Context: an optimization exercise on an open-source flow, tuned for small area and a short achievable clock period. The choices shown serve that exercise and are no tape-out recipe.
Where RTL was checked, it was by simulation tests only, not by an equivalence proof against the original.
For run 1, only the layout was checked, not whether the RTL still works.
Power is estimated from default activity; no workload was simulated.

==> flow/design.v, too long to show whole: its modules and the start of the top module <==
// module chain_mod: 2677 lines
// module chain_mod_fa: 10 lines
module chain_mod #(
    parameter int BIT_RES   = 32,
    parameter int FRAC_BITS = 23
) (
    input  logic               clk,
    input  logic               reset,
    input  logic [BIT_RES-1:0] numInSide,
    output logic [BIT_RES-1:0] numOutSide,
    input  logic [BIT_RES-1:0] numInTop,
    output logic [BIT_RES-1:0] numOutTop,
    output logic [BIT_RES-1:0] sum
);
  // ...
==> flow/flow/run.sh <==
#!/bin/bash
cp standard.sh standard_sh_copy.txt
export SETUP_SLACK_MARGIN=6.5
bash standard.sh > standard.log 2>&1
==> flow/standard.sh <==
#!/bin/bash
# synth_recipe.tcl (not shown) runs the flow's synth.tcl, then flattens the netlist and writes it again
# the make line also repeats each setting of config.mk as NAME=value (left out here)
make -C /OpenROAD-flow-scripts/flow DESIGN_CONFIG=/design/flow/config.mk WORK_HOME=/design/flow/orfs CLKGATE_MAP_FILE= SYNTH_SCRIPT=/design/flow/synth_recipe.tcl "${@:-finish}"
==> flow/config.mk <==
export PLATFORM = sky130hd
export DESIGN_NAME = chain_mod
export DESIGN_NICKNAME = chain_mod
export VERILOG_FILES = /design/flow/design.v
export SDC_FILE = /design/flow/constraint.sdc
export NUM_CORES = 4
export LEC_CHECK = 0
export ABC_AREA = 1
export CAP_MARGIN = 20
export CORE_MARGIN = 2
export CORE_UTILIZATION = 55
export SLEW_MARGIN = 20
export SYNTH_HIERARCHICAL = 1
export SYNTH_MINIMUM_KEEP_SIZE = 0
==> flow/constraint.sdc <==
create_clock -name core_clock -period 13.5 [get_ports {clk}]
set_input_delay 2.7000 -clock core_clock [delete_from_list [all_inputs] [get_ports {clk}]]
set_output_delay 2.7000 -clock core_clock [all_outputs]
set_load 0.01 [all_outputs]
==> results.txt, run 1 <==
Clock buf/inv share=0.0186; Setup crit start kind=flop; worst hold stages=2; initial antenna violation count=2; FF-to-FF path depth=19; Tap Count=~750; DIE WIDTH=roughly 240 um; Final non-clock buffer share=0.0745; clock share of power=0.053; Final GP Congestion=1.01; Placed Area=approximately 33000 sq um; status=finished clean; sequential power share=0.107; leakage power=15.4 nW; Synth Flop Type=dfxtp_1; maximum clock frequency=around 140 MHz; multiplexer share of the synthesized area=0; synth top area cells=fa_1, xor2_1, dfxtp_1; clk root buf=clkbuf_16; number of max-cap violations=0; Top delay family on crit path=simple AND/OR/NAND/NOR gates; Setup Slack @ Placement=~5.6 ns; first-pass GRT wire length=between 150000 and 200000 um; GR Util met1=0.511; Final Util=0.624; area of the multi-input gates=around 25000 sq um; M1 wire length=roughly 44000 um; worst hold margin=approximately 0.68 ns; initial drt markers=3464; IO buf count=about 160; htree depth=4; compound-cell area share of the yosys netlist=0.148; Placed Cells incl. Taps=4460; final setup fails=0; CP Capture Point=sum[26]; WP data arrival=about 4.3 ns; Pwr Total=between 10 and 15 mW; ys async rst share=0; worst reg-to-reg setup slack=~9.9 ns; Post-synth EDFFs=0
==> run 2: changes to the inputs <==
--- a/flow/design.v
+++ b/flow/design.v
@@ -2114,35 +2114,39 @@
     chain_mod_fa u_s29 (.a(pp5_20), .b(pp6_18), .c(pp7_16), .s(s29), .co(c30));
     assign s31 = pp8_14 ^ pp9_12;
     assign c32 = pp8_14 & pp9_12;
     chain_mod_fa u_s33 (.a(pp0_31), .b(pp1_29), .c(pp2_27), .s(s33), .co(c34));
     chain_mod_fa u_s35 (.a(pp3_25), .b(pp4_23), .c(pp5_21), .s(s35), .co(c36));
     chain_mod_fa u_s37 (.a(pp6_19), .b(pp7_17), .c(pp8_15), .s(s37), .co(c38));
     assign s39 = pp9_13 ^ pp10_11;
     assign c40 = pp9_13 & pp10_11;
-    chain_mod_fa u_s41 (.a(1'b1), .b(pp0_32), .c(pp1_30), .s(s41), .co(c42));
+    assign s41 = ~(pp0_32 ^ pp1_30);
+    assign c42 = pp0_32 | pp1_30;
     chain_mod_fa u_s43 (.a(pp2_28), .b(pp3_26), .c(pp4_24), .s(s43), .co(c44));
     chain_mod_fa u_s45 (.a(pp5_22), .b(pp6_20), .c(pp7_18), .s(s45), .co(c46));
     chain_mod_fa u_s47 (.a(pp8_16), .b(pp9_14), .c(pp10_12), .s(s47), .co(c48));
-    chain_mod_fa u_s49 (.a(1'b1), .b(pp1_31), .c(pp2_29), .s(s49), .co(c50));
+    assign s49 = ~(pp1_31 ^ pp2_29);
+    assign c50 = pp1_31 | pp2_29;
     chain_mod_fa u_s51 (.a(pp3_27), .b(pp4_25), .c(pp5_23), .s(s51), .co(c52));
     chain_mod_fa u_s53 (.a(pp6_21), .b(pp7_19), .c(pp8_17), .s(s53), .co(c54));
     assign s55 = pp9_15 ^ pp10_13;
     assign c56 = pp9_15 & pp10_13;
     chain_mod_fa u_s57 (.a(pp1_32), .b(pp2_30), .c(pp3_28), .s(s57), .co(c58));
     chain_mod_fa u_s59 (.a(pp4_26), .b(pp5_24), .c(pp6_22), .s(s59), .co(c60));
     chain_mod_fa u_s61 (.a(pp7_20), .b(pp8_18), .c(pp9_16), .s(s61), .co(c62));
-    chain_mod_fa u_s63 (.a(1'b1), .b(pp2_31), .c(pp3_29), .s(s63), .co(c64));
+    assign s63 = ~(pp2_31 ^ pp3_29);
+    assign c64 = pp2_31 | pp3_29;
     chain_mod_fa u_s65 (.a(pp4_27), .b(pp5_25), .c(pp6_23), .s(s65), .co(c66));
     assign s67 = pp7_21 ^ pp8_19;
     assign c68 = pp7_21 & pp8_19;
     chain_mod_fa u_s69 (.a(pp2_32), .b(pp3_30), .c(pp4_28), .s(s69), .co(c70));
     chain_mod_fa u_s71 (.a(pp5_26), .b(pp6_24), .c(pp7_22), .s(s71), .co(c72));
-    chain_mod_fa u_s73 (.a(1'b1), .b(pp3_31), .c(pp4_29), .s(s73), .co(c74));
+    assign s73 = ~(pp3_31 ^ pp4_29);
+    assign c74 = pp3_31 | pp4_29;
     assign s75 = pp5_27 ^ pp6_25;
     assign c76 = pp5_27 & pp6_25;
     chain_mod_fa u_s77 (.a(pp3_32), .b(pp4_30), .c(pp5_28), .s(s77), .co(c78));
     assign s79 = 1'b1 ^ pp4_31;
     assign c80 = 1'b1 & pp4_31;
     assign s81 = bn8 ^ pp0_16;
     assign c82 = bn8 & pp0_16;
     assign s83 = pp0_17 ^ pp1_15;
@@ -2234,31 +2238,34 @@
     chain_mod_fa u_s241 (.a(pp5_29), .b(pp6_27), .c(pp7_25), .s(s241), .co(c242));
     chain_mod_fa u_s243 (.a(pp8_23), .b(pp9_21), .c(pp10_19), .s(s243), .co(c244));
     chain_mod_fa u_s245 (.a(pp11_17), .b(pp12_15), .c(pp13_13), .s(s245), .co(c246));
     chain_mod_fa u_s247 (.a(pp14_11), .b(pp15_9), .c(c78), .s(s247), .co(c248));
     chain_mod_fa u_s249 (.a(pp4_32), .b(pp5_30), .c(pp6_28), .s(s249), .co(c250));
     chain_mod_fa u_s251 (.a(pp7_26), .b(pp8_24), .c(pp9_22), .s(s251), .co(c252));
     chain_mod_fa u_s253 (.a(pp10_20), .b(pp11_18), .c(pp12_16), .s(s253), .co(c254));
     chain_mod_fa u_s255 (.a(pp13_14), .b(pp14_12), .c(pp15_10), .s(s255), .co(c256));
-    chain_mod_fa u_s257 (.a(1'b1), .b(pp5_31), .c(pp6_29), .s(s257), .co(c258));
+    assign s257 = ~(pp5_31 ^ pp6_29);
+    assign c258 = pp5_31 | pp6_29;
     chain_mod_fa u_s259 (.a(pp7_27), .b(pp8_25), .c(pp9_23), .s(s259), .co(c260));
     chain_mod_fa u_s261 (.a(pp10_21), .b(pp11_19), .c(pp12_17), .s(s261), .co(c262));
     assign s263 = pp13_15 ^ pp14_13;
     assign c264 = pp13_15 & pp14_13;
     chain_mod_fa u_s265 (.a(pp5_32), .b(pp6_30), .c(pp7_28), .s(s265), .co(c266));
     chain_mod_fa u_s267 (.a(pp8_26), .b(pp9_24), .c(pp10_22), .s(s267), .co(c268));
     chain_mod_fa u_s269 (.a(pp11_20), .b(pp12_18), .c(pp13_16), .s(s269), .co(c270));
-    chain_mod_fa u_s271 (.a(1'b1), .b(pp6_31), .c(pp7_29), .s(s271), .co(c272));
+    assign s271 = ~(pp6_31 ^ pp7_29);
+    assign c272 = pp6_31 | pp7_29;
     chain_mod_fa u_s273 (.a(pp8_27), .b(pp9_25), .c(pp10_23), .s(s273), .co(c274));
     assign s275 = pp11_21 ^ pp12_19;
     assign c276 = pp11_21 & pp12_19;
     chain_mod_fa u_s277 (.a(pp6_32), .b(pp7_30), .c(pp8_28), .s(s277), .co(c278));
     chain_mod_fa u_s279 (.a(pp9_26), .b(pp10_24), .c(pp11_22), .s(s279), .co(c280));
-    chain_mod_fa u_s281 (.a(1'b1), .b(pp7_31), .c(pp8_29), .s(s281), .co(c282));
+    assign s281 = ~(pp7_31 ^ pp8_29);
+    assign c282 = pp7_31 | pp8_29;
     assign s283 = pp9_27 ^ pp10_25;
     assign c284 = pp9_27 & pp10_25;
     chain_mod_fa u_s285 (.a(pp7_32), .b(pp8_30), .c(pp9_28), .s(s285), .co(c286));
     assign s287 = 1'b1 ^ pp8_31;
     assign c288 = 1'b1 & pp8_31;
     assign s289 = bn5 ^ pp0_10;
     assign c290 = bn5 & pp0_10;
     assign s291 = pp0_11 ^ pp1_9;
@@ -2371,23 +2378,25 @@
     chain_mod_fa u_s495 (.a(pp13_20), .b(pp14_18), .c(pp15_16), .s(s495), .co(c496));
     chain_mod_fa u_s497 (.a(c284), .b(c282), .c(s285), .s(s497), .co(c498));
     chain_mod_fa u_s499 (.a(pp9_29), .b(pp10_27), .c(pp11_25), .s(s499), .co(c500));
     chain_mod_fa u_s501 (.a(pp12_23), .b(pp13_21), .c(pp14_19), .s(s501), .co(c502));
     chain_mod_fa u_s503 (.a(pp15_17), .b(c286), .c(s287), .s(s503), .co(c504));
     chain_mod_fa u_s505 (.a(pp8_32), .b(pp9_30), .c(pp10_28), .s(s505), .co(c506));
     chain_mod_fa u_s507 (.a(pp11_26), .b(pp12_24), .c(pp13_22), .s(s507), .co(c508));
     chain_mod_fa u_s509 (.a(pp14_20), .b(pp15_18), .c(c288), .s(s509), .co(c510));
-    chain_mod_fa u_s511 (.a(1'b1), .b(pp9_31), .c(pp10_29), .s(s511), .co(c512));
+    assign s511 = ~(pp9_31 ^ pp10_29);
+    assign c512 = pp9_31 | pp10_29;
     chain_mod_fa u_s513 (.a(pp11_27), .b(pp12_25), .c(pp13_23), .s(s513), .co(c514));
     assign s515 = pp14_21 ^ pp15_19;
     assign c516 = pp14_21 & pp15_19;
     chain_mod_fa u_s517 (.a(pp9_32), .b(pp10_30), .c(pp11_28), .s(s517), .co(c518));
     chain_mod_fa u_s519 (.a(pp12_26), .b(pp13_24), .c(pp14_22), .s(s519), .co(c520));
-    chain_mod_fa u_s521 (.a(1'b1), .b(pp10_31), .c(pp11_29), .s(s521), .co(c522));
+    assign s521 = ~(pp10_31 ^ pp11_29);
+    assign c522 = pp10_31 | pp11_29;
     assign s523 = pp12_27 ^ pp13_25;
     assign c524 = pp12_27 & pp13_25;
     chain_mod_fa u_s525 (.a(pp10_32), .b(pp11_30), .c(pp12_28), .s(s525), .co(c526));
     assign s527 = 1'b1 ^ pp11_31;
     assign c528 = 1'b1 & pp11_31;
     assign s529 = bn3 ^ pp0_6;
     assign c530 = bn3 & pp0_6;
     assign s531 = pp0_7 ^ pp1_5;
@@ -2483,17 +2492,18 @@
     chain_mod_fa u_s705 (.a(pp14_23), .b(pp15_21), .c(c518), .s(s705), .co(c706));
     chain_mod_fa u_s707 (.a(c520), .b(s523), .c(s521), .s(s707), .co(c708));
     chain_mod_fa u_s709 (.a(pp13_26), .b(pp14_24), .c(pp15_22), .s(s709), .co(c710));
     chain_mod_fa u_s711 (.a(c524), .b(c522), .c(s525), .s(s711), .co(c712));
     chain_mod_fa u_s713 (.a(pp12_29), .b(pp13_27), .c(pp14_25), .s(s713), .co(c714));
     chain_mod_fa u_s715 (.a(pp15_23), .b(c526), .c(s527), .s(s715), .co(c716));
     chain_mod_fa u_s717 (.a(pp11_32), .b(pp12_30), .c(pp13_28), .s(s717), .co(c718));
     chain_mod_fa u_s719 (.a(pp14_26), .b(pp15_24), .c(c528), .s(s719), .co(c720));
-    chain_mod_fa u_s721 (.a(1'b1), .b(pp12_31), .c(pp13_29), .s(s721), .co(c722));
+    assign s721 = ~(pp12_31 ^ pp13_29);
+    assign c722 = pp12_31 | pp13_29;
     assign s723 = pp14_27 ^ pp15_25;
     assign c724 = pp14_27 & pp15_25;
     chain_mod_fa u_s725 (.a(pp12_32), .b(pp13_30), .c(pp14_28), .s(s725), .co(c726));
     assign s727 = 1'b1 ^ pp13_31;
     assign c728 = 1'b1 & pp13_31;
     assign s729 = bn2 ^ pp0_4;
     assign c730 = bn2 & pp0_4;
     assign s731 = pp0_5 ^ pp1_3;
@@ -2618,68 +2628,1050 @@
     assign c960 = 1'b1 & pp15_31;
     logic [16:0] w_low;
     assign w_low = {1'b0, {c866, c864, c862, c860, c858, c856, c854, c852, c850, c848, c846, c844, c842, pp1_0, pp0_1, bn0}} + {1'b0, {s867, s865, s863, s861, s859, s857, s855, s853, s851, s849, s847, s845, s843, s841, 1'b0, pp0_0}};
     logic [47:0] w_row0;
     assign w_row0 = {1'b1, pp15_32, s959, c956, s955, c952, c950, c948, c946, c944, c942, c940, c938, c936, c934, c932, c930, c928, c926, c924, c922, c920, c918, c916, c914, c912, c910, c908, c906, c904, c902, c900, c898, c896, c894, c892, c890, c888, c886, c884, c882, c880, c878, c876, c874, c872, c870, c868};
     logic [47:0] w_row1;
     assign w_row1 = {1'b0, c960, c958, s957, c954, s953, s951, s949, s947, s945, s943, s941, s939, s937, s935, s933, s931, s929, s927, s925, s923, s921, s919, s917, s915, s913, s911, s909, s907, s905, s903, s901, s899, s897, s895, s893, s891, s889, s887, s885, s883, s881, s879, s877, s875, s873, s871, s869};
     logic [BIT_RES-1:0] r_side, r_top, r_acc;
-    logic               r_rst, r_cin;
+    logic               r_rst, r_cin, r_psgn;
     logic [47:0] r_row0;
     logic [47:0] r_row1;
     always_ff @(posedge clk) begin
         if (reset) begin
             r_side <= '0;
             r_top  <= '0;
         end else begin
             r_side <= numInSide;
             r_top  <= numInTop;
         end
         r_rst <= reset;
+        r_psgn <= numInSide[31] ^ numInTop[31];
         r_cin <= w_low[16];
         r_row0 <= w_row0;
         r_row1 <= w_row1;
         r_acc <= sum;
     end
     assign numOutSide = r_side;
     assign numOutTop  = r_top;
-    logic [47:0] w_p;
-    assign w_p = r_row0 + r_row1 + 48'(r_cin);
-    logic w_povf;
-    assign w_povf = !((&w_p[47:38]) | ~(|w_p[47:38]));
-    logic [7:0] w_lo23;
-    assign w_lo23 = {1'b0, r_row0[6:0]} + {1'b0, r_row1[6:0]} + 8'(r_cin);
-    logic w_c23;
-    assign w_c23 = w_lo23[7];
-    logic [31:0] w_x, w_y, w_cs, w_cc, w_sum;
-    assign w_x  = r_row0[38:7];
-    assign w_y  = r_row1[38:7];
-    assign w_cs = r_acc ^ w_x ^ w_y;
-    assign w_cc = (r_acc & w_x) | (r_acc & w_y) | (w_x & w_y);
-    assign w_sum = w_cs + {w_cc[30:0], w_c23};
+    logic hg1;
+    logic hp2;
+    logic hg3;
+    logic hp4;
+    logic hg5;
+    logic hp6;
+    logic hg7;
+    logic hp8;
+    logic hg9;
+    logic hp10;
+    logic hg11;
+    logic hp12;
+    logic hg13;
+    logic hp14;
+    logic hg15;
+    logic hp16;
+    logic hg17;
+    logic hp18;
+    logic hg19;
+    logic hp20;
+    logic hg21;
+    logic hp22;
+    logic hg23;
+    logic hp24;
+    logic hg25;
+    logic hp26;
+    logic hg27;
+    logic hp28;
+    logic hg29;
+    logic hp30;
+    logic hg31;
+    logic hp32;
+    logic hg33;
+    logic hp34;
+    logic hg35;
+    logic hp36;
+    logic hg37;
+    logic hp38;
+    logic hg39;
+    logic hp40;
+    logic hg41;
+    logic hp42;
+    logic hg43;
+    logic hp44;
+    logic hg45;
+    logic hp46;
+    logic hg47;
+    logic hp48;
+    logic hg49;
+    logic hp50;
+    logic hg51;
+    logic hp52;
+    logic hg53;
+    logic hp54;
+    logic hg55;
+    logic hp56;
+    logic hg57;
+    logic hp58;
+    logic hg59;
+    logic hp60;
+    logic hg61;
+    logic hp62;
+    logic hg63;
+    logic hp64;
+    logic hg65;
+    logic hp66;
+    logic hg67;
+    logic hp68;
+    logic hg69;
+    logic hp70;
+    logic hg71;
+    logic hp72;
+    logic hg73;
+    logic hp74;
+    logic hg75;
+    logic hp76;
+    logic hg77;
+    logic hp78;
+    logic hg79;
+    logic hp80;
+    logic hg81;
+    logic hp82;
+    logic hg83;
+    logic hp84;
+    logic hg85;
+    logic hp86;
+    logic hg87;
+    logic hp88;
+    logic hg89;
+    logic hp90;
+    logic hg91;
+    logic hp92;
+    logic hg93;
+    logic hp94;
+    logic g95;
+    logic g96;
+    logic p97;
+    logic g98;
+    logic g99;
+    logic p100;
+    logic g101;
+    logic p102;
+    logic g103;
+    logic p104;
+    logic g105;
+    logic g106;
+    logic g107;
+    logic p108;
+    logic g109;
+    logic g110;
+    logic p111;
+    logic g112;
+    logic p113;
+    logic g114;
+    logic p115;
+    logic g116;
+    logic p117;
+    logic g118;
+    logic g119;
+    logic p120;
+    logic g121;
+    logic p122;
+    logic g123;
+    logic p124;
+    logic g125;
+    logic p126;
+    logic g127;
+    logic p128;
+    logic g129;
+    logic p130;
+    logic g131;
+    logic p132;
+    logic g133;
+    logic p134;
+    logic g135;
+    logic p136;
+    logic g137;
+    logic g138;
+    logic p139;
+    logic g140;
+    logic p141;
+    logic g142;
+    logic p143;
+    logic g144;
+    logic p145;
+    logic g146;
+    logic p147;
+    logic g148;
+    logic p149;
+    logic g150;
+    logic p151;
+    logic g152;
+    logic p153;
+    logic g154;
+    logic p155;
+    logic g156;
+    logic p157;
+    logic g158;
+    logic p159;
+    logic g160;
+    logic p161;
+    logic g162;
+    logic p163;
+    logic g164;
+    logic p165;
+    logic g166;
+    logic p167;
+    logic g168;
+    logic p169;
+    logic g170;
+    logic p171;
+    logic g172;
+    logic p173;
+    logic g174;
+    logic p175;
+    logic g176;
+    logic q177;
+    logic q178;
+    logic q179;
+    logic q180;
+    logic cs181;
+    logic cc182;
+    logic cs183;
+    logic cc184;
+    logic cs185;
+    logic cc186;
+    logic cs187;
+    logic cc188;
+    logic cs189;
+    logic cc190;
+    logic cs191;
+    logic cc192;
+    logic cs193;
+    logic cc194;
+    logic cs195;
+    logic cc196;
+    logic cs197;
+    logic cc198;
+    logic cs199;
+    logic cc200;
+    logic cs201;
+    logic cc202;
+    logic cs203;
+    logic cc204;
+    logic cs205;
+    logic cc206;
+    logic cs207;
+    logic cc208;
+    logic cs209;
+    logic cc210;
+    logic cs211;
+    logic cc212;
+    logic cs213;
+    logic cc214;
+    logic cs215;
+    logic cc216;
+    logic cs217;
+    logic cc218;
+    logic cs219;
+    logic cc220;
+    logic cs221;
+    logic cc222;
+    logic cs223;
+    logic cc224;
+    logic cs225;
+    logic cc226;
+    logic cs227;
+    logic cc228;
+    logic cs229;
+    logic cc230;
+    logic cs231;
+    logic cc232;
+    logic cs233;
+    logic cc234;
+    logic cs235;
+    logic cc236;
+    logic cs237;
+    logic cc238;
+    logic cs239;
+    logic cc240;
+    logic cs241;
+    logic cc242;
+    logic cs243;
+    logic cc244;
+    logic ag245;
+    logic ap246;
+    logic ag247;
+    logic ap248;
+    logic ag249;
+    logic ap250;
+    logic ag251;
+    logic ap252;
+    logic ag253;
+    logic ap254;
+    logic ag255;
+    logic ap256;
+    logic ag257;
+    logic ap258;
+    logic ag259;
+    logic ap260;
+    logic ag261;
+    logic ap262;
+    logic ag263;
+    logic ap264;
+    logic ag265;
+    logic ap266;
+    logic ag267;
+    logic ap268;
+    logic ag269;
+    logic ap270;
+    logic ag271;
+    logic ap272;
+    logic ag273;
+    logic ap274;
+    logic ag275;
+    logic ap276;
+    logic ag277;
+    logic ap278;
+    logic ag279;
+    logic ap280;
+    logic ag281;
+    logic ap282;
+    logic ag283;
+    logic ap284;
+    logic ag285;
+    logic ap286;
+    logic ag287;
+    logic ap288;
+    logic ag289;
+    logic ap290;
+    logic ag291;
+    logic ap292;
+    logic ag293;
+    logic ap294;
+    logic ag295;
+    logic ap296;
+    logic ag297;
+    logic ap298;
+    logic ag299;
+    logic ap300;
+    logic ag301;
+    logic ap302;
+    logic ag303;
+    logic ap304;
+    logic ag305;
+    logic ap306;
+    logic ag307;
+    logic ap308;
+    logic g309;
+    logic p310;
+    logic g311;
+    logic p312;
+    logic g313;
+    logic p314;
+    logic g315;
+    logic p316;
+    logic g317;
+    logic p318;
+    logic g319;
+    logic p320;
+    logic g321;
+    logic p322;
+    logic g323;
+    logic p324;
+    logic g325;
+    logic p326;
+    logic g327;
+    logic p328;
+    logic g329;
+    logic p330;
+    logic g331;
+    logic p332;
+    logic g333;
+    logic p334;
+    logic g335;
+    logic p336;
+    logic g337;
+    logic p338;
+    logic g339;
+    logic p340;
+    logic g341;
+    logic p342;
+    logic g343;
+    logic p344;
+    logic g345;
+    logic p346;
+    logic g347;
+    logic p348;
+    logic g349;
+    logic p350;
+    logic g351;
+    logic p352;
+    logic g353;
+    logic p354;
+    logic g355;
+    logic p356;
+    logic g357;
+    logic p358;
+    logic g359;
+    logic p360;
+    logic g361;
+    logic p362;
+    logic g363;
+    logic p364;
+    logic g365;
+    logic p366;
+    logic g367;
+    logic p368;
+    logic g369;
+    logic p370;
+    logic g371;
+    logic p372;
+    logic g373;
+    logic p374;
+    logic g375;
+    logic p376;
+    logic g377;
+    logic p378;
+    logic g379;
+    logic p380;
+    logic g381;
+    logic p382;
+    logic g383;
+    logic p384;
+    logic g385;
+    logic p386;
+    logic g387;
+    logic p388;
+    logic g389;
+    logic p390;
+    logic g391;
+    logic p392;
+    logic g393;
+    logic p394;
+    logic g395;
+    logic p396;
+    logic g397;
+    logic p398;
+    logic g399;
+    logic p400;
+    logic g401;
+    logic p402;
+    logic g403;
+    logic p404;
+    logic g405;
+    logic p406;
+    logic g407;
+    logic p408;
+    logic g409;
+    logic p410;
+    logic g411;
+    logic p412;
+    logic g413;
+    logic p414;
+    logic g415;
+    logic p416;
+    logic g417;
+    logic p418;
+    logic g419;
+    logic p420;
+    logic g421;
+    logic p422;
+    logic g423;
+    logic p424;
+    logic g425;
+    logic p426;
+    logic g427;
+    logic p428;
+    logic g429;
+    logic p430;
+    logic g431;
+    logic p432;
+    logic g433;
+    logic p434;
+    logic g435;
+    logic p436;
+    logic g437;
+    logic p438;
+    logic g439;
+    logic p440;
+    logic g441;
+    logic p442;
+    logic g443;
+    logic p444;
+    logic g445;
+    logic p446;
+    logic g447;
+    logic p448;
+    logic g449;
+    logic p450;
+    logic g451;
+    logic p452;
+    logic g453;
+    logic p454;
+    logic g455;
+    logic p456;
+    logic g457;
+    logic p458;
+    logic g459;
+    logic p460;
+    logic g461;
+    logic p462;
+    logic g463;
+    logic p464;
+    logic g465;
+    logic p466;
+    logic g467;
+    logic p468;
+    logic ws469;
+    logic ws470;
+    logic ws471;
+    logic ws472;
+    logic ws473;
+    logic ws474;
+    logic ws475;
+    logic ws476;
+    logic ws477;
+    logic ws478;
+    logic ws479;
+    logic ws480;
+    logic ws481;
+    logic ws482;
+    logic ws483;
+    logic ws484;
+    logic ws485;
+    logic ws486;
+    logic ws487;
+    logic ws488;
+    logic ws489;
+    logic ws490;
+    logic ws491;
+    logic ws492;
+    logic ws493;
+    logic ws494;
+    logic ws495;
+    logic ws496;
+    logic ws497;
+    logic ws498;
+    logic ws499;
+    assign hg1 = r_row0[0] & r_row1[0];
+    assign hp2 = r_row0[0] ^ r_row1[0];
+    assign hg3 = r_row0[1] & r_row1[1];
+    assign hp4 = r_row0[1] ^ r_row1[1];
+    assign hg5 = r_row0[2] & r_row1[2];
+    assign hp6 = r_row0[2] ^ r_row1[2];
+    assign hg7 = r_row0[3] & r_row1[3];
+    assign hp8 = r_row0[3] ^ r_row1[3];
+    assign hg9 = r_row0[4] & r_row1[4];
+    assign hp10 = r_row0[4] ^ r_row1[4];
+    assign hg11 = r_row0[5] & r_row1[5];
+    assign hp12 = r_row0[5] ^ r_row1[5];
+    assign hg13 = r_row0[6] & r_row1[6];
+    assign hp14 = r_row0[6] ^ r_row1[6];
+    assign hg15 = r_row0[7] & r_row1[7];
+    assign hp16 = r_row0[7] ^ r_row1[7];
+    assign hg17 = r_row0[8] & r_row1[8];
+    assign hp18 = r_row0[8] ^ r_row1[8];
+    assign hg19 = r_row0[9] & r_row1[9];
+    assign hp20 = r_row0[9] ^ r_row1[9];
+    assign hg21 = r_row0[10] & r_row1[10];
+    assign hp22 = r_row0[10] ^ r_row1[10];
+    assign hg23 = r_row0[11] & r_row1[11];
+    assign hp24 = r_row0[11] ^ r_row1[11];
+    assign hg25 = r_row0[12] & r_row1[12];
+    assign hp26 = r_row0[12] ^ r_row1[12];
+    assign hg27 = r_row0[13] & r_row1[13];
+    assign hp28 = r_row0[13] ^ r_row1[13];
+    assign hg29 = r_row0[14] & r_row1[14];
+    assign hp30 = r_row0[14] ^ r_row1[14];
+    assign hg31 = r_row0[15] & r_row1[15];
+    assign hp32 = r_row0[15] ^ r_row1[15];
+    assign hg33 = r_row0[16] & r_row1[16];
+    assign hp34 = r_row0[16] ^ r_row1[16];
+    assign hg35 = r_row0[17] & r_row1[17];
+    assign hp36 = r_row0[17] ^ r_row1[17];
+    assign hg37 = r_row0[18] & r_row1[18];
+    assign hp38 = r_row0[18] ^ r_row1[18];
+    assign hg39 = r_row0[19] & r_row1[19];
+    assign hp40 = r_row0[19] ^ r_row1[19];
+    assign hg41 = r_row0[20] & r_row1[20];
+    assign hp42 = r_row0[20] ^ r_row1[20];
+    assign hg43 = r_row0[21] & r_row1[21];
+    assign hp44 = r_row0[21] ^ r_row1[21];
+    assign hg45 = r_row0[22] & r_row1[22];
+    assign hp46 = r_row0[22] ^ r_row1[22];
+    assign hg47 = r_row0[23] & r_row1[23];
+    assign hp48 = r_row0[23] ^ r_row1[23];
+    assign hg49 = r_row0[24] & r_row1[24];
+    assign hp50 = r_row0[24] ^ r_row1[24];
+    assign hg51 = r_row0[25] & r_row1[25];
+    assign hp52 = r_row0[25] ^ r_row1[25];
+    assign hg53 = r_row0[26] & r_row1[26];
+    assign hp54 = r_row0[26] ^ r_row1[26];
+    assign hg55 = r_row0[27] & r_row1[27];
+    assign hp56 = r_row0[27] ^ r_row1[27];
+    assign hg57 = r_row0[28] & r_row1[28];
+    assign hp58 = r_row0[28] ^ r_row1[28];
+    assign hg59 = r_row0[29] & r_row1[29];
+    assign hp60 = r_row0[29] ^ r_row1[29];
+    assign hg61 = r_row0[30] & r_row1[30];
+    assign hp62 = r_row0[30] ^ r_row1[30];
+    assign hg63 = r_row0[31] & r_row1[31];
+    assign hp64 = r_row0[31] ^ r_row1[31];
+    assign hg65 = r_row0[32] & r_row1[32];
+    assign hp66 = r_row0[32] ^ r_row1[32];
+    assign hg67 = r_row0[33] & r_row1[33];
+    assign hp68 = r_row0[33] ^ r_row1[33];
+    assign hg69 = r_row0[34] & r_row1[34];
+    assign hp70 = r_row0[34] ^ r_row1[34];
+    assign hg71 = r_row0[35] & r_row1[35];
+    assign hp72 = r_row0[35] ^ r_row1[35];
+    assign hg73 = r_row0[36] & r_row1[36];
+    assign hp74 = r_row0[36] ^ r_row1[36];
+    assign hg75 = r_row0[37] & r_row1[37];
+    assign hp76 = r_row0[37] ^ r_row1[37];
+    assign hg77 = r_row0[38] & r_row1[38];
+    assign hp78 = r_row0[38] ^ r_row1[38];
+    assign hg79 = r_row0[39] & r_row1[39];
+    assign hp80 = r_row0[39] ^ r_row1[39];
+    assign hg81 = r_row0[40] & r_row1[40];
+    assign hp82 = r_row0[40] ^ r_row1[40];
+    assign hg83 = r_row0[41] & r_row1[41];
+    assign hp84 = r_row0[41] ^ r_row1[41];
+    assign hg85 = r_row0[42] & r_row1[42];
+    assign hp86 = r_row0[42] ^ r_row1[42];
+    assign hg87 = r_row0[43] & r_row1[43];
+    assign hp88 = r_row0[43] ^ r_row1[43];
+    assign hg89 = r_row0[44] & r_row1[44];
+    assign hp90 = r_row0[44] ^ r_row1[44];
+    assign hg91 = r_row0[45] & r_row1[45];
+    assign hp92 = r_row0[45] ^ r_row1[45];
+    assign hg93 = r_row0[46] & r_row1[46];
+    assign hp94 = r_row0[46] ^ r_row1[46];
+    assign g95 = hg1 | (hp2 & r_cin);
+    assign g96 = hg5 | (hp6 & hg3);
+    assign p97 = hp6 & hp4;
+    assign g98 = g96 | (p97 & g95);
+    assign g99 = hg9 | (hp10 & hg7);
+    assign p100 = hp10 & hp8;
+    assign g101 = hg13 | (hp14 & hg11);
+    assign p102 = hp14 & hp12;
+    assign g103 = g101 | (p102 & g99);
+    assign p104 = p102 & p100;
+    assign g105 = g103 | (p104 & g98);
+    assign g106 = hg1 | (hp2 & r_cin);
+    assign g107 = hg5 | (hp6 & hg3);
+    assign p108 = hp6 & hp4;
+    assign g109 = g107 | (p108 & g106);
+    assign g110 = hg9 | (hp10 & hg7);
+    assign p111 = hp10 & hp8;
+    assign g112 = hg15 | (hp16 & hg13);
+    assign p113 = hp16 & hp14;
+    assign g114 = g112 | (p113 & hg11);
+    assign p115 = p113 & hp12;
+    assign g116 = g114 | (p115 & g110);
+    assign p117 = p115 & p111;
+    assign g118 = g116 | (p117 & g109);
+    assign g119 = hg19 | (hp20 & hg17);
+    assign p120 = hp20 & hp18;
+    assign g121 = hg25 | (hp26 & hg23);
+    assign p122 = hp26 & hp24;
+    assign g123 = g121 | (p122 & hg21);
+    assign p124 = p122 & hp22;
+    assign g125 = g123 | (p124 & g119);
+    assign p126 = p124 & p120;
+    assign g127 = hg29 | (hp30 & hg27);
+    assign p128 = hp30 & hp28;
+    assign g129 = hg35 | (hp36 & hg33);
+    assign p130 = hp36 & hp34;
+    assign g131 = g129 | (p130 & hg31);
+    assign p132 = p130 & hp32;
+    assign g133 = g131 | (p132 & g127);
+    assign p134 = p132 & p128;
+    assign g135 = g133 | (p134 & g125);
+    assign p136 = p134 & p126;
+    assign g137 = g135 | (p136 & g118);
+    assign g138 = hg39 | (hp40 & hg37);
+    assign p139 = hp40 & hp38;
+    assign g140 = hg45 | (hp46 & hg43);
+    assign p141 = hp46 & hp44;
+    assign g142 = g140 | (p141 & hg41);
+    assign p143 = p141 & hp42;
+    assign g144 = g142 | (p143 & g138);
+    assign p145 = p143 & p139;
+    assign g146 = hg49 | (hp50 & hg47);
+    assign p147 = hp50 & hp48;
+    assign g148 = hg55 | (hp56 & hg53);
+    assign p149 = hp56 & hp54;
+    assign g150 = g148 | (p149 & hg51);
+    assign p151 = p149 & hp52;
+    assign g152 = g150 | (p151 & g146);
+    assign p153 = p151 & p147;
+    assign g154 = g152 | (p153 & g144);
+    assign p155 = p153 & p145;
+    assign g156 = hg59 | (hp60 & hg57);
+    assign p157 = hp60 & hp58;
+    assign g158 = hg65 | (hp66 & hg63);
+    assign p159 = hp66 & hp64;
+    assign g160 = g158 | (p159 & hg61);
+    assign p161 = p159 & hp62;
+    assign g162 = g160 | (p161 & g156);
+    assign p163 = p161 & p157;
+    assign g164 = hg69 | (hp70 & hg67);
+    assign p165 = hp70 & hp68;
+    assign g166 = hg75 | (hp76 & hg73);
+    assign p167 = hp76 & hp74;
+    assign g168 = g166 | (p167 & hg71);
+    assign p169 = p167 & hp72;
+    assign g170 = g168 | (p169 & g164);
+    assign p171 = p169 & p165;
+    assign g172 = g170 | (p171 & g162);
+    assign p173 = p171 & p163;
+    assign g174 = g172 | (p173 & g154);
+    assign p175 = p173 & p155;
+    assign g176 = g174 | (p175 & g137);
+    assign q177 = hp78 ^ g176;
+    assign q178 = (hp80 ^ hg77) & (hp82 ^ hg79) & (hp84 ^ hg81) & (hp86 ^ hg83) & (hp88 ^ hg85) & (hp90 ^ hg87) & (hp92 ^ hg89) & (hp94 ^ hg91) & (r_row0[47] ^ hg93);
+    assign q179 = ~(hp80 ^ (hg77 | hp78)) & ~(hp82 ^ (hg79 | hp80)) & ~(hp84 ^ (hg81 | hp82)) & ~(hp86 ^ (hg83 | hp84)) & ~(hp88 ^ (hg85 | hp86)) & ~(hp90 ^ (hg87 | hp88)) & ~(hp92 ^ (hg89 | hp90)) & ~(hp94 ^ (hg91 | hp92)) & ~(r_row0[47] ^ (hg93 | hp94));
+    assign q180 = q177 ? ~q178 : ~q179;
+    assign cs181 = r_acc[0] ^ r_row0[7] ^ r_row1[7];
+    assign cc182 = (r_acc[0] & r_row0[7]) | (r_acc[0] & r_row1[7]) | (r_row0[7] & r_row1[7]);
+    assign cs183 = r_acc[1] ^ r_row0[8] ^ r_row1[8];
+    assign cc184 = (r_acc[1] & r_row0[8]) | (r_acc[1] & r_row1[8]) | (r_row0[8] & r_row1[8]);
+    assign cs185 = r_acc[2] ^ r_row0[9] ^ r_row1[9];
+    assign cc186 = (r_acc[2] & r_row0[9]) | (r_acc[2] & r_row1[9]) | (r_row0[9] & r_row1[9]);
+    assign cs187 = r_acc[3] ^ r_row0[10] ^ r_row1[10];
+    assign cc188 = (r_acc[3] & r_row0[10]) | (r_acc[3] & r_row1[10]) | (r_row0[10] & r_row1[10]);
+    assign cs189 = r_acc[4] ^ r_row0[11] ^ r_row1[11];
+    assign cc190 = (r_acc[4] & r_row0[11]) | (r_acc[4] & r_row1[11]) | (r_row0[11] & r_row1[11]);
+    assign cs191 = r_acc[5] ^ r_row0[12] ^ r_row1[12];
+    assign cc192 = (r_acc[5] & r_row0[12]) | (r_acc[5] & r_row1[12]) | (r_row0[12] & r_row1[12]);
+    assign cs193 = r_acc[6] ^ r_row0[13] ^ r_row1[13];
+    assign cc194 = (r_acc[6] & r_row0[13]) | (r_acc[6] & r_row1[13]) | (r_row0[13] & r_row1[13]);
+    assign cs195 = r_acc[7] ^ r_row0[14] ^ r_row1[14];
+    assign cc196 = (r_acc[7] & r_row0[14]) | (r_acc[7] & r_row1[14]) | (r_row0[14] & r_row1[14]);
+    assign cs197 = r_acc[8] ^ r_row0[15] ^ r_row1[15];
+    assign cc198 = (r_acc[8] & r_row0[15]) | (r_acc[8] & r_row1[15]) | (r_row0[15] & r_row1[15]);
+    assign cs199 = r_acc[9] ^ r_row0[16] ^ r_row1[16];
+    assign cc200 = (r_acc[9] & r_row0[16]) | (r_acc[9] & r_row1[16]) | (r_row0[16] & r_row1[16]);
+    assign cs201 = r_acc[10] ^ r_row0[17] ^ r_row1[17];
+    assign cc202 = (r_acc[10] & r_row0[17]) | (r_acc[10] & r_row1[17]) | (r_row0[17] & r_row1[17]);
+    assign cs203 = r_acc[11] ^ r_row0[18] ^ r_row1[18];
+    assign cc204 = (r_acc[11] & r_row0[18]) | (r_acc[11] & r_row1[18]) | (r_row0[18] & r_row1[18]);
+    assign cs205 = r_acc[12] ^ r_row0[19] ^ r_row1[19];
+    assign cc206 = (r_acc[12] & r_row0[19]) | (r_acc[12] & r_row1[19]) | (r_row0[19] & r_row1[19]);
+    assign cs207 = r_acc[13] ^ r_row0[20] ^ r_row1[20];
+    assign cc208 = (r_acc[13] & r_row0[20]) | (r_acc[13] & r_row1[20]) | (r_row0[20] & r_row1[20]);
+    assign cs209 = r_acc[14] ^ r_row0[21] ^ r_row1[21];
+    assign cc210 = (r_acc[14] & r_row0[21]) | (r_acc[14] & r_row1[21]) | (r_row0[21] & r_row1[21]);
+    assign cs211 = r_acc[15] ^ r_row0[22] ^ r_row1[22];
+    assign cc212 = (r_acc[15] & r_row0[22]) | (r_acc[15] & r_row1[22]) | (r_row0[22] & r_row1[22]);
+    assign cs213 = r_acc[16] ^ r_row0[23] ^ r_row1[23];
+    assign cc214 = (r_acc[16] & r_row0[23]) | (r_acc[16] & r_row1[23]) | (r_row0[23] & r_row1[23]);
+    assign cs215 = r_acc[17] ^ r_row0[24] ^ r_row1[24];
+    assign cc216 = (r_acc[17] & r_row0[24]) | (r_acc[17] & r_row1[24]) | (r_row0[24] & r_row1[24]);
+    assign cs217 = r_acc[18] ^ r_row0[25] ^ r_row1[25];
+    assign cc218 = (r_acc[18] & r_row0[25]) | (r_acc[18] & r_row1[25]) | (r_row0[25] & r_row1[25]);
+    assign cs219 = r_acc[19] ^ r_row0[26] ^ r_row1[26];
+    assign cc220 = (r_acc[19] & r_row0[26]) | (r_acc[19] & r_row1[26]) | (r_row0[26] & r_row1[26]);
+    assign cs221 = r_acc[20] ^ r_row0[27] ^ r_row1[27];
+    assign cc222 = (r_acc[20] & r_row0[27]) | (r_acc[20] & r_row1[27]) | (r_row0[27] & r_row1[27]);
+    assign cs223 = r_acc[21] ^ r_row0[28] ^ r_row1[28];
+    assign cc224 = (r_acc[21] & r_row0[28]) | (r_acc[21] & r_row1[28]) | (r_row0[28] & r_row1[28]);
+    assign cs225 = r_acc[22] ^ r_row0[29] ^ r_row1[29];
+    assign cc226 = (r_acc[22] & r_row0[29]) | (r_acc[22] & r_row1[29]) | (r_row0[29] & r_row1[29]);
+    assign cs227 = r_acc[23] ^ r_row0[30] ^ r_row1[30];
+    assign cc228 = (r_acc[23] & r_row0[30]) | (r_acc[23] & r_row1[30]) | (r_row0[30] & r_row1[30]);
+    assign cs229 = r_acc[24] ^ r_row0[31] ^ r_row1[31];
+    assign cc230 = (r_acc[24] & r_row0[31]) | (r_acc[24] & r_row1[31]) | (r_row0[31] & r_row1[31]);
+    assign cs231 = r_acc[25] ^ r_row0[32] ^ r_row1[32];
+    assign cc232 = (r_acc[25] & r_row0[32]) | (r_acc[25] & r_row1[32]) | (r_row0[32] & r_row1[32]);
+    assign cs233 = r_acc[26] ^ r_row0[33] ^ r_row1[33];
+    assign cc234 = (r_acc[26] & r_row0[33]) | (r_acc[26] & r_row1[33]) | (r_row0[33] & r_row1[33]);
+    assign cs235 = r_acc[27] ^ r_row0[34] ^ r_row1[34];
+    assign cc236 = (r_acc[27] & r_row0[34]) | (r_acc[27] & r_row1[34]) | (r_row0[34] & r_row1[34]);
+    assign cs237 = r_acc[28] ^ r_row0[35] ^ r_row1[35];
+    assign cc238 = (r_acc[28] & r_row0[35]) | (r_acc[28] & r_row1[35]) | (r_row0[35] & r_row1[35]);
+    assign cs239 = r_acc[29] ^ r_row0[36] ^ r_row1[36];
+    assign cc240 = (r_acc[29] & r_row0[36]) | (r_acc[29] & r_row1[36]) | (r_row0[36] & r_row1[36]);
+    assign cs241 = r_acc[30] ^ r_row0[37] ^ r_row1[37];
+    assign cc242 = (r_acc[30] & r_row0[37]) | (r_acc[30] & r_row1[37]) | (r_row0[37] & r_row1[37]);
+    assign cs243 = r_acc[31] ^ r_row0[38] ^ r_row1[38];
+    assign cc244 = (r_acc[31] & r_row0[38]) | (r_acc[31] & r_row1[38]) | (r_row0[38] & r_row1[38]);
+    assign ag245 = cs181 & g105;
+    assign ap246 = cs181 ^ g105;
+    assign ag247 = cs183 & cc182;
+    assign ap248 = cs183 ^ cc182;
+    assign ag249 = cs185 & cc184;
+    assign ap250 = cs185 ^ cc184;
+    assign ag251 = cs187 & cc186;
+    assign ap252 = cs187 ^ cc186;
+    assign ag253 = cs189 & cc188;
+    assign ap254 = cs189 ^ cc188;
+    assign ag255 = cs191 & cc190;
+    assign ap256 = cs191 ^ cc190;
+    assign ag257 = cs193 & cc192;
+    assign ap258 = cs193 ^ cc192;
+    assign ag259 = cs195 & cc194;
+    assign ap260 = cs195 ^ cc194;
+    assign ag261 = cs197 & cc196;
+    assign ap262 = cs197 ^ cc196;
+    assign ag263 = cs199 & cc198;
+    assign ap264 = cs199 ^ cc198;
+    assign ag265 = cs201 & cc200;
+    assign ap266 = cs201 ^ cc200;
+    assign ag267 = cs203 & cc202;
+    assign ap268 = cs203 ^ cc202;
+    assign ag269 = cs205 & cc204;
+    assign ap270 = cs205 ^ cc204;
+    assign ag271 = cs207 & cc206;
+    assign ap272 = cs207 ^ cc206;
+    assign ag273 = cs209 & cc208;
+    assign ap274 = cs209 ^ cc208;
+    assign ag275 = cs211 & cc210;
+    assign ap276 = cs211 ^ cc210;
+    assign ag277 = cs213 & cc212;
+    assign ap278 = cs213 ^ cc212;
+    assign ag279 = cs215 & cc214;
+    assign ap280 = cs215 ^ cc214;
+    assign ag281 = cs217 & cc216;
+    assign ap282 = cs217 ^ cc216;
+    assign ag283 = cs219 & cc218;
+    assign ap284 = cs219 ^ cc218;
+    assign ag285 = cs221 & cc220;
+    assign ap286 = cs221 ^ cc220;
+    assign ag287 = cs223 & cc222;
+    assign ap288 = cs223 ^ cc222;
+    assign ag289 = cs225 & cc224;
+    assign ap290 = cs225 ^ cc224;
+    assign ag291 = cs227 & cc226;
+    assign ap292 = cs227 ^ cc226;
+    assign ag293 = cs229 & cc228;
+    assign ap294 = cs229 ^ cc228;
+    assign ag295 = cs231 & cc230;
+    assign ap296 = cs231 ^ cc230;
+    assign ag297 = cs233 & cc232;
+    assign ap298 = cs233 ^ cc232;
+    assign ag299 = cs235 & cc234;
+    assign ap300 = cs235 ^ cc234;
+    assign ag301 = cs237 & cc236;
+    assign ap302 = cs237 ^ cc236;
+    assign ag303 = cs239 & cc238;
+    assign ap304 = cs239 ^ cc238;
+    assign ag305 = cs241 & cc240;
+    assign ap306 = cs241 ^ cc240;
+    assign ag307 = cs243 & cc242;
+    assign ap308 = cs243 ^ cc242;
+    assign g309 = ag247 | (ap248 & ag245);
+    assign p310 = ap248 & ap246;
+    assign g311 = ag251 | (ap252 & ag249);
+    assign p312 = ap252 & ap250;
+    assign g313 = ag255 | (ap256 & ag253);
+    assign p314 = ap256 & ap254;
+    assign g315 = ag259 | (ap260 & ag257);
+    assign p316 = ap260 & ap258;
+    assign g317 = ag263 | (ap264 & ag261);
+    assign p318 = ap264 & ap262;
+    assign g319 = ag267 | (ap268 & ag265);
+    assign p320 = ap268 & ap266;
+    assign g321 = ag271 | (ap272 & ag269);
+    assign p322 = ap272 & ap270;
+    assign g323 = ag275 | (ap276 & ag273);
+    assign p324 = ap276 & ap274;
+    assign g325 = ag279 | (ap280 & ag277);
+    assign p326 = ap280 & ap278;
+    assign g327 = ag283 | (ap284 & ag281);
+    assign p328 = ap284 & ap282;
+    assign g329 = ag287 | (ap288 & ag285);
+    assign p330 = ap288 & ap286;
+    assign g331 = ag291 | (ap292 & ag289);
+    assign p332 = ap292 & ap290;
+    assign g333 = ag295 | (ap296 & ag293);
+    assign p334 = ap296 & ap294;
+    assign g335 = ag299 | (ap300 & ag297);
+    assign p336 = ap300 & ap298;
+    assign g337 = ag303 | (ap304 & ag301);
+    assign p338 = ap304 & ap302;
+    assign g339 = ag307 | (ap308 & ag305);
+    assign p340 = ap308 & ap306;
+    assign g341 = ag249 | (ap250 & g309);
+    assign p342 = ap250 & p310;
+    assign g343 = g311 | (p312 & g309);
+    assign p344 = p312 & p310;
+    assign g345 = ag257 | (ap258 & g313);
+    assign p346 = ap258 & p314;
+    assign g347 = g315 | (p316 & g313);
+    assign p348 = p316 & p314;
+    assign g349 = ag265 | (ap266 & g317);
+    assign p350 = ap266 & p318;
+    assign g351 = g319 | (p320 & g317);
+    assign p352 = p320 & p318;
+    assign g353 = ag273 | (ap274 & g321);
+    assign p354 = ap274 & p322;
+    assign g355 = g323 | (p324 & g321);
+    assign p356 = p324 & p322;
+    assign g357 = ag281 | (ap282 & g325);
+    assign p358 = ap282 & p326;
+    assign g359 = g327 | (p328 & g325);
+    assign p360 = p328 & p326;
+    assign g361 = ag289 | (ap290 & g329);
+    assign p362 = ap290 & p330;
+    assign g363 = g331 | (p332 & g329);
+    assign p364 = p332 & p330;
+    assign g365 = ag297 | (ap298 & g333);
+    assign p366 = ap298 & p334;
+    assign g367 = g335 | (p336 & g333);
+    assign p368 = p336 & p334;
+    assign g369 = ag305 | (ap306 & g337);
+    assign p370 = ap306 & p338;
+    assign g371 = g339 | (p340 & g337);
+    assign p372 = p340 & p338;
+    assign g373 = ag253 | (ap254 & g343);
+    assign p374 = ap254 & p344;
+    assign g375 = g313 | (p314 & g343);
+    assign p376 = p314 & p344;
+    assign g377 = g345 | (p346 & g343);
+    assign p378 = p346 & p344;
+    assign g379 = g347 | (p348 & g343);
+    assign p380 = p348 & p344;
+    assign g381 = ag269 | (ap270 & g351);
+    assign p382 = ap270 & p352;
+    assign g383 = g321 | (p322 & g351);
+    assign p384 = p322 & p352;
+    assign g385 = g353 | (p354 & g351);
+    assign p386 = p354 & p352;
+    assign g387 = g355 | (p356 & g351);
+    assign p388 = p356 & p352;
+    assign g389 = ag285 | (ap286 & g359);
+    assign p390 = ap286 & p360;
+    assign g391 = g329 | (p330 & g359);
+    assign p392 = p330 & p360;
+    assign g393 = g361 | (p362 & g359);
+    assign p394 = p362 & p360;
+    assign g395 = g363 | (p364 & g359);
+    assign p396 = p364 & p360;
+    assign g397 = ag301 | (ap302 & g367);
+    assign p398 = ap302 & p368;
+    assign g399 = g337 | (p338 & g367);
+    assign p400 = p338 & p368;
+    assign g401 = g369 | (p370 & g367);
+    assign p402 = p370 & p368;
+    assign g403 = g371 | (p372 & g367);
+    assign p404 = p372 & p368;
+    assign g405 = ag261 | (ap262 & g379);
+    assign p406 = ap262 & p380;
+    assign g407 = g317 | (p318 & g379);
+    assign p408 = p318 & p380;
+    assign g409 = g349 | (p350 & g379);
+    assign p410 = p350 & p380;
+    assign g411 = g351 | (p352 & g379);
+    assign p412 = p352 & p380;
+    assign g413 = g381 | (p382 & g379);
+    assign p414 = p382 & p380;
+    assign g415 = g383 | (p384 & g379);
+    assign p416 = p384 & p380;
+    assign g417 = g385 | (p386 & g379);
+    assign p418 = p386 & p380;
+    assign g419 = g387 | (p388 & g379);
+    assign p420 = p388 & p380;
+    assign g421 = ag293 | (ap294 & g395);
+    assign p422 = ap294 & p396;
+    assign g423 = g333 | (p334 & g395);
+    assign p424 = p334 & p396;
+    assign g425 = g365 | (p366 & g395);
+    assign p426 = p366 & p396;
+    assign g427 = g367 | (p368 & g395);
+    assign p428 = p368 & p396;
+    assign g429 = g397 | (p398 & g395);
+    assign p430 = p398 & p396;
+    assign g431 = g399 | (p400 & g395);
+    assign p432 = p400 & p396;
+    assign g433 = g401 | (p402 & g395);
+    assign p434 = p402 & p396;
+    assign g435 = g403 | (p404 & g395);
+    assign p436 = p404 & p396;
+    assign g437 = ag277 | (ap278 & g419);
+    assign p438 = ap278 & p420;
+    assign g439 = g325 | (p326 & g419);
+    assign p440 = p326 & p420;
+    assign g441 = g357 | (p358 & g419);
+    assign p442 = p358 & p420;
+    assign g443 = g359 | (p360 & g419);
+    assign p444 = p360 & p420;
+    assign g445 = g389 | (p390 & g419);
+    assign p446 = p390 & p420;
+    assign g447 = g391 | (p392 & g419);
+    assign p448 = p392 & p420;
+    assign g449 = g393 | (p394 & g419);
+    assign p450 = p394 & p420;
+    assign g451 = g395 | (p396 & g419);
+    assign p452 = p396 & p420;
+    assign g453 = g421 | (p422 & g419);
+    assign p454 = p422 & p420;
+    assign g455 = g423 | (p424 & g419);
+    assign p456 = p424 & p420;
+    assign g457 = g425 | (p426 & g419);
+    assign p458 = p426 & p420;
+    assign g459 = g427 | (p428 & g419);
+    assign p460 = p428 & p420;
+    assign g461 = g429 | (p430 & g419);
+    assign p462 = p430 & p420;
+    assign g463 = g431 | (p432 & g419);
+    assign p464 = p432 & p420;
+    assign g465 = g433 | (p434 & g419);
+    assign p466 = p434 & p420;
+    assign g467 = g435 | (p436 & g419);
+    assign p468 = p436 & p420;
+    assign ws469 = ap248 ^ ag245;
+    assign ws470 = ap250 ^ g309;
+    assign ws471 = ap252 ^ g341;
+    assign ws472 = ap254 ^ g343;
+    assign ws473 = ap256 ^ g373;
+    assign ws474 = ap258 ^ g375;
+    assign ws475 = ap260 ^ g377;
+    assign ws476 = ap262 ^ g379;
+    assign ws477 = ap264 ^ g405;
+    assign ws478 = ap266 ^ g407;
+    assign ws479 = ap268 ^ g409;
+    assign ws480 = ap270 ^ g411;
+    assign ws481 = ap272 ^ g413;
+    assign ws482 = ap274 ^ g415;
+    assign ws483 = ap276 ^ g417;
+    assign ws484 = ap278 ^ g419;
+    assign ws485 = ap280 ^ g437;
+    assign ws486 = ap282 ^ g439;
+    assign ws487 = ap284 ^ g441;
+    assign ws488 = ap286 ^ g443;
+    assign ws489 = ap288 ^ g445;
+    assign ws490 = ap290 ^ g447;
+    assign ws491 = ap292 ^ g449;
+    assign ws492 = ap294 ^ g451;
+    assign ws493 = ap296 ^ g453;
+    assign ws494 = ap298 ^ g455;
+    assign ws495 = ap300 ^ g457;
+    assign ws496 = ap302 ^ g459;
+    assign ws497 = ap304 ^ g461;
+    assign ws498 = ap306 ^ g463;
+    assign ws499 = ap308 ^ g465;
     localparam logic [BIT_RES-1:0] c_MAX = {1'b0, {(BIT_RES-1){1'b1}}};
     localparam logic [BIT_RES-1:0] c_MIN = {1'b1, {(BIT_RES-1){1'b0}}};
-    logic w_psign, w_sovf;
-    assign w_psign = w_p[38];
+    logic [31:0] w_sum;
+    assign w_sum = {ws499, ws498, ws497, ws496, ws495, ws494, ws493, ws492, ws491, ws490, ws489, ws488, ws487, ws486, ws485, ws484, ws483, ws482, ws481, ws480, ws479, ws478, ws477, ws476, ws475, ws474, ws473, ws472, ws471, ws470, ws469, ap246};
+    logic w_povf, w_psign, w_sovf;
+    assign w_povf  = q180;
+    assign w_psign = q177;
     assign w_sovf  = (r_acc[31] == w_psign) && (w_sum[31] != r_acc[31]);
     logic [BIT_RES-1:0] w_accMax, w_satPos, w_satNeg;
     assign w_accMax = r_acc + c_MAX;
     assign w_satPos = (!r_acc[31] && (|r_acc[30:0])) ? c_MAX : w_accMax;
     assign w_satNeg = r_acc[31] ? c_MIN : {1'b1, r_acc[30:0]};
-    always_comb begin
-        if (r_rst)
-            sum = '0;
-        else if (w_povf)
-            sum = w_p[47] ? w_satNeg : w_satPos;
-        else if (w_sovf)
-            sum = r_acc[31] ? c_MIN : c_MAX;
-        else
-            sum = w_sum;
-    end
+    assign sum = r_rst  ? '0 :
+                 w_povf ? (r_psgn ? w_satNeg : w_satPos) :
+                 w_sovf ? (r_acc[31] ? c_MIN : c_MAX) :
+                 w_sum;
 endmodule
 `default_nettype wire
 module chain_mod_fa (
     input  logic a,
     input  logic b,
     input  logic c,
     output logic s,
     output logic co
==> flow/flow/run.sh (replaced) <==
#!/bin/bash
export SETUP_SLACK_MARGIN=7.0
bash standard.sh > standard.log 2>&1
==> run 2 against run 1 <==
  * Count of clock-buffer cells in the layout is 1 higher
  * Hold slack better by 0.11 ns
  * Final cell count is 10% lower
==> results.txt, run 2 <==
buffer and inverter count on the worst path=4 (was 3); Yosys top cell area share=0.318 (was 0.303); most used cell, CP=nand2_2; Total Routing Usage GR=0.417 (was 0.428); Worst Clk Skew=0.0235 ns (was 0.0168 ns); # nets final=4056 (was 4439); Layout area overhead=17.8% (was 11.7%); vias in the first global route=27281 (was 30185); CTS tree=yes (unchanged); number of max-cap violations=0 (unchanged); core area=52300 sq um (was 55300 sq um); routed wire length=115000 um (was 124000 um); most common cell after layout, fill and taps aside=xor2_1 (was nand2_1); worst hold margin=0.789 ns (was 0.682 ns); Ports=162 (unchanged); Setup crit start kind=flop (unchanged); Post-Syn Area=29000 sq um (was 30900 sq um); Placed Area=31000 sq um (was 32900 sq um); DIE WIDTH=234 um (was 241 um); number of diodes=0 (unchanged); via count=26935 (was 29755); post-route insts no fill=4079 (was 4534); clock sink total=193 (was 192); Die Ht=234 um (was 241 um); max_slew headroom=0.295 (was 0.481); Routed Antenna Nets=0 (unchanged); Pwr Total=10.5 mW (was 11.0 mW); final instance area=34200 sq um (was 34500 sq um); Routed WL per cell=28.2 um (was 27.3 um); final setup fails=0 (unchanged); Clk pin slew, worst setup/hold paths=0.09 ns (was 0.10 ns); number of fill cells=4325 (was 4885); Worst Setup End Kind=output pin (unchanged); post-synthesis cell count=3278 (was 3748); Starting Density=0.554 (was 0.558); FF-to-FF path depth=26 (was 19); Post-synth EDFFs=0 (unchanged); htree depth=4 (unchanged); WP data arrival=3.94 ns (was 4.26 ns); initial drt markers=3612 (was 3464); Final Cycle Share=0.492 (was 0.516); post-synthesis sequential area ratio=0.133 (was 0.124); Max IR drop VDD=238 uV (was 409 uV); Slew Limit Fails=0 (unchanged); total CTS buffers=17 (unchanged); #FFs+latches synth=193 (was 192); total stage count of the critical path=26 (was 17); synth top area cells=fa_1, xor2_1, dfxtp_1 (unchanged); Synth Flop Type=dfxtp_1 (unchanged); Top Registers=r_row0 (47), r_row1 (47) (unchanged); Top delay family on crit path=simple AND/OR/NAND/NOR gates (unchanged); Setup TNS=0 ns (unchanged); share of cells above drive strength 1=0.147 (was 0.0777); post-DP HPWL=70500 um (was 84500 um); Pwr Density=307 nW/um^2 (was 319 nW/um^2); ys async rst share=0 (unchanged); most common cell in the synthesized netlist=xor2_1 (was nand2_1); clk root buf=clkbuf_16 (unchanged); largest net degree at the start of global routing=66 (unchanged); CP max-delay cell=dfxtp_2 (was clkdlybuf4s50_1); commonest non-fill, non-tap cells in the layout=xor2_1, o22ai_1, fa_1 (was nand2_1, xor2_1, o22ai_1); yosys warns=7 (unchanged); crit path time final=6.64 ns (was 6.96 ns); area of the multi-input gates=24100 sq um (was 25300 sq um); leakage power=14.9 nW (was 15.4 nW); DRT Pass-1 Iters=9 (was 8); Worst Path Required=10.80 ns (about the same); IO buf count=161 (unchanged); synth unique cells=45 (was 49); Placed Cells incl. Taps=3922 (was 4460); CTS max path bufs=2 (unchanged); most instantiated cells after synthesis=xor2_1, o22ai_1, fa_1, nand2_1, inv_1 (was nand2_1, xor2_1, o22ai_1, fa_1, inv_1); row count=84 (was 86); worst hold stages=6 (was 2); later-pin clock latency in the skew report=0.54 ns (was 0.53 ns); Worst Hold Class=reg2reg (unchanged); Max FO, Critical Path=8 (was 13); Vias/cell=6.60 (was 6.56); syn avg cell area=8.84 sq um (was 8.24 sq um); biggest area consumer among synthesized cells=fa_1 (unchanged); Fin. Hold Viols=0 (unchanged); Final GP Congestion=0.949 (was 1.01); drt drc=0 (unchanged); initial antenna violation count=0 (was 2); maximum clock frequency=151 MHz (was 144 MHz); worst slew pin tran=1.06 ns (was 0.778 ns); largest stage delay on the critical path=0.34 ns (was 0.55 ns); Hold-fix buffers, CTS=0 (unchanged); status=finished clean (unchanged); Reg area=3870 sq um (was 3880 sq um); RSZ-0062 raised after global routing=true (unchanged); first-pass GRT wire length=168000 um (was 184000 um); remaining global-route overflow=0 (unchanged); WS Path Type=reg2out (unchanged); die area=54600 sq um (was 58100 sq um)
==> run 2: changes by cell type after synthesis, sizes merged, moves of 6 or more <==
cell,previous run,this run
nand3,97,54
a21oi,118,92
buf,86,100
nand2,592,377
o21bai,9,3
clkbuf,204,189
fa,467,461
ha,133,151
o21ai,108,92
nor2,285,203
nand4,37,15
inv,297,245
==> run 2: layout make-up <==
cell class / instances / area share
repair inverters: 1 / 0.000147
multi-input cells: 2563 / 0.704
clock inverters: 13 / 0.00498
flip-flops and latches: 193 / 0.113
well taps: 688 / 0.0252
repair buffers: 356 / 0.111
clock buffers: 19 / 0.0127
inverters: 246 / 0.0282
==> run 2: tightest hold or removal path, stage by stage, from the launching register on <==
cell and delay, ns:
dfxtp_1 0.39, nand2_1 0.10, nand2_1 0.04, o21ai_0 0.06, nand2_1 0.06, nand2_1 0.07
a21oi_2 0.04
==> run 2: what timing repair did <==
item,CTS,global route
endpoints found under the setup margin,95,80
resized for setup,368,130
cloned,20,12
pin swaps,52,54
setup buffers,38,55
==> run 2: path summary, 6_finish.rpt <==
path	start	end	slack, ns
hold / removal	r_acc[14]	r_acc[14]	0.79
setup reg to reg	r_row0[0]	r_acc[13]	10.00
hold reg to reg	r_acc[14]	r_acc[14]	0.79
setup / recovery	r_row0[0]	sum[23]	6.86
==> run 2: routing by layer <==
metal / GRT usage / share of wire
met2: 0.612 / 0.42
met1: 0.525 / 0.37
met4: 0.244 / 0.071
met3: 0.154 / 0.13
met5: 0 / 0
==> run 2: Yosys stat by module, one instance, submodules excluded <==
module        cells  flip-flops and latches  cell area [sq um]
chain_mod      2853                     193              20500
chain_mod_fa      1                       0               20.0
==> run 2: where the power goes <==
part,switching (mW),internal (mW),total [mW]
logic,5.03,3.73,8.76
clock network,0.290,0.281,0.571
registers,0.260,0.910,1.17
==> run 2: cells by family after synthesis <==
kind of cell | count (synthesis) | synth area share
AOI/OAI and AO/OA | 709 | 0.150
and+or+nand+nor | 678 | 0.0954
adders and majority gates | 612 | 0.383
xor gates and xnor gates | 551 | 0.166
buffers and inverters | 535 | 0.0717
DFF | 193 | 0.133
==> run 2: through the flow <==
step,worst slack [ns],utilization
after floorplan,7.00,-
after global placement,5.81,0.592
after detailed placement,5.73,0.592
after CTS,6.80,0.630
after global routing,6.72,0.653
final,6.86,0.653
==> run 3: changes to the inputs <==
==> flow/flow/run.sh (replaced) <==
#!/bin/bash
export SETUP_SLACK_MARGIN=7.0

bash standard.sh > standard.log 2>&1
--- a/flow/config.mk
+++ b/flow/config.mk
@@ -8,7 +8,7 @@
 export ABC_AREA = 1
 export CAP_MARGIN = 20
 export CORE_MARGIN = 2
-export CORE_UTILIZATION = 55
+export CORE_UTILIZATION = 65
 export SLEW_MARGIN = 20
 export SYNTH_HIERARCHICAL = 1
 export SYNTH_MINIMUM_KEEP_SIZE = 0
==> run 3 against run 2 <==
  * Power shrank 2.7%
  * Combinational power shrank 2.4%
  * Still clean
  * Routed wire length shrank 5.1%
  * Critical path depth is the same
  * First-iteration DRC count grew 14%
  * Count of clock-buffer cells in the layout shrank 1
  * Worst setup slack lost 0.075 ns
  * Final area shrank 1.6%
  * Largest cell class unchanged
  * Sequential power is essentially flat
  * Largest power group unchanged
  * Sequential share of layout area grew 0.18 points
  * Core utilization grew 11 points
==> results.txt, run 3 <==
Routed Antenna Nets=0 (unchanged); Yosys top cell area share=0.318 (unchanged); FF-to-FF path depth=25 (was 26); final worst slack=6.79 ns (was 6.86 ns); via count=27295 (was 26935); CTS max path bufs=2 (unchanged); Max FO, Critical Path=7 (was 8); Setup Slack @ Placement=5.61 ns (was 5.73 ns); post-synthesis cell count=3278 (unchanged); Pwr Total=10.2 mW (was 10.5 mW); initial antenna violation count=0 (unchanged); max_slew headroom=0.306 (was 0.295); clk root buf=clkbuf_16 (unchanged); DRT Pass-1 Iters=7 (was 9); Setup TNS=0 ns (unchanged); Synth Flop Type=dfxtp_1 (unchanged); post-synthesis sequential area ratio=0.133 (unchanged); RSZ-0062 raised after global routing=true (unchanged); WS Path Type=reg2out (unchanged); core area=44100 sq um (was 52300 sq um); biggest area consumer among synthesized cells=fa_1 (unchanged); syn avg cell area=8.84 sq um (unchanged); IO buf count=161 (unchanged); Worst Hold Class=reg2reg (unchanged); final setup fails=0 (unchanged); drt drc=0 (unchanged); maximum clock frequency=149 MHz (was 151 MHz); leakage power=14.7 nW (was 14.9 nW); share of cells above drive strength 1=0.130 (was 0.147); vias in the first global route=28216 (was 27281); status=finished clean (unchanged); Setup crit start kind=flop (unchanged); Final GP Congestion=0.935 (was 0.949); Vias/cell=6.89 (was 6.60); Pwr Density=304 nW/um^2 (was 307 nW/um^2); Ports=162 (unchanged); # nets final=4033 (was 4056); most common cell in the synthesized netlist=xor2_1 (unchanged); CTS tree=yes (unchanged); Layout area overhead=15.9% (was 17.8%); Worst Setup End Kind=output pin (unchanged); Top Registers=r_row0 (47), r_row1 (47) (unchanged); Die Ht=215 um (was 234 um); Worst Path Required=10.80 ns (about the same); Routed WL per cell=27.6 um (was 28.2 um); Hold-fix buffers, CTS=0 (unchanged); number of max-cap violations=0 (unchanged); number of diodes=0 (unchanged); die area=46300 sq um (was 54600 sq um); Post-Syn Area=29000 sq um (unchanged); yosys warns=7 (unchanged); Slew Limit Fails=0 (unchanged); first-pass GRT wire length=162000 um (was 168000 um); Starting Density=0.657 (was 0.554); largest net degree at the start of global routing=66 (unchanged); remaining global-route overflow=0 (unchanged); Post-synth EDFFs=0 (unchanged); synth unique cells=45 (unchanged); htree depth=4 (unchanged); Final Cycle Share=0.497 (was 0.492); Fin. Hold Viols=0 (unchanged); DIE WIDTH=215 um (was 234 um); number of fill cells=3157 (was 4325); Max IR drop VDD=502 uV (was 238 uV); total CTS buffers=17 (unchanged); #FFs+latches synth=193 (unchanged); post-DP HPWL=67600 um (was 70500 um); initial drt markers=4105 (was 3612); clock sink total=193 (unchanged); worst hold stages=6 (unchanged)
[run 3: Yosys stat by module, one instance, submodules excluded]
| module | flip-flops and latches | area [sq um] | copies in the design |
|---|---|---|---|
| chain_mod | 193 | 20500 | 1 |
| chain_mod_fa | 0 | 20.0 | 425 |
[run 3: worst paths after layout]
path / startpoint / endpoint / slack, ns
max: r_row0[0] / sum[3] / 6.79
min: r_acc[11] / r_acc[11] / 0.78
max reg2reg: r_row0[0] / r_acc[4] / 10.03
min reg2reg: r_acc[11] / r_acc[11] / 0.78
[run 3: power breakdown]
part	internal (mW)	switching, mW
Clock	0.244	0.268
Combinational	3.65	4.90
Sequential	0.910	0.235
[run 3: worst max-delay path, cell delays in order (launching register included)]
cell and delay (ns):
dfxtp_2 0.33, ha_4 0.26, nand2_2 0.06, nand2_2 0.06, nand2_2 0.07, nand2_4 0.10
nand2_2 0.05, o211ai_1 0.13, ha_2 0.23, inv_2 0.04, fa_2 0.38, nand3b_1 0.18
nand2_2 0.11, nand2_2 0.07, nand2_4 0.10, nand2_4 0.06, nand2_4 0.10, nand2_4 0.07
nand3_4 0.07, nand2_4 0.08, buf_6 0.13, nor2_4 0.16, buf_12 0.14, buf_16 0.14
o21ai_2 0.07, a21oi_2 0.15, buf_2 0.15
[run 3: stage by stage]
stage / util / hold slack [ns] / instances / instance area (sq um)
2_1_floorplan: - / 0.544 / 3278 / 29000
3_3_place_gp: 0.698 / 0.743 / 3823 / 30800
3_5_place_dp: 0.699 / 0.752 / 3823 / 30800
4_1_cts: 0.738 / 0.769 / 3902 / 32600
5_1_grt: 0.762 / 0.853 / 3959 / 33600
6_report: 0.762 / 0.779 / 3959 / 33600
[run 3: per-layer routing]
layer  vias up  track usage  part of all wire
met5         -      0.00208           0.00026
met4         2        0.300             0.078
met3       728        0.192              0.16
met2      2630        0.675              0.42
met1     12857        0.564              0.35
li1      11078            -                 -
[run 3: kinds of logic (layout without fill, tap and decap cells)]
logic type	after synthesis	count (layout)	share of synthesized area
compound gates	709	710	0.150
xor+xnor	551	551	0.166
fa+ha+maj	612	612	0.383
buf+inv	535	617	0.0717
flops	193	193	0.133
simple gates	678	684	0.0954
[run 3: what timing repair did]
action / CTS / global route
pin swaps: 39 / 34
setup buffers: 34 / 47
setup endpoints to repair: 97 / 68
gates cloned: 14 / 10
resized for setup: 322 / 114
[run 3: layout make-up]
class | count | area (sq um) | area share
clock buffer | 18 | 429 | 0.0128
clock inverter | 13 | 138 | 0.00410
inverter | 246 | 951 | 0.0283
multi-input combinational | 2557 | 23800 | 0.709
sequential | 193 | 3870 | 0.115
tap | 592 | 741 | 0.0220
timing repair buffer | 340 | 3640 | 0.108
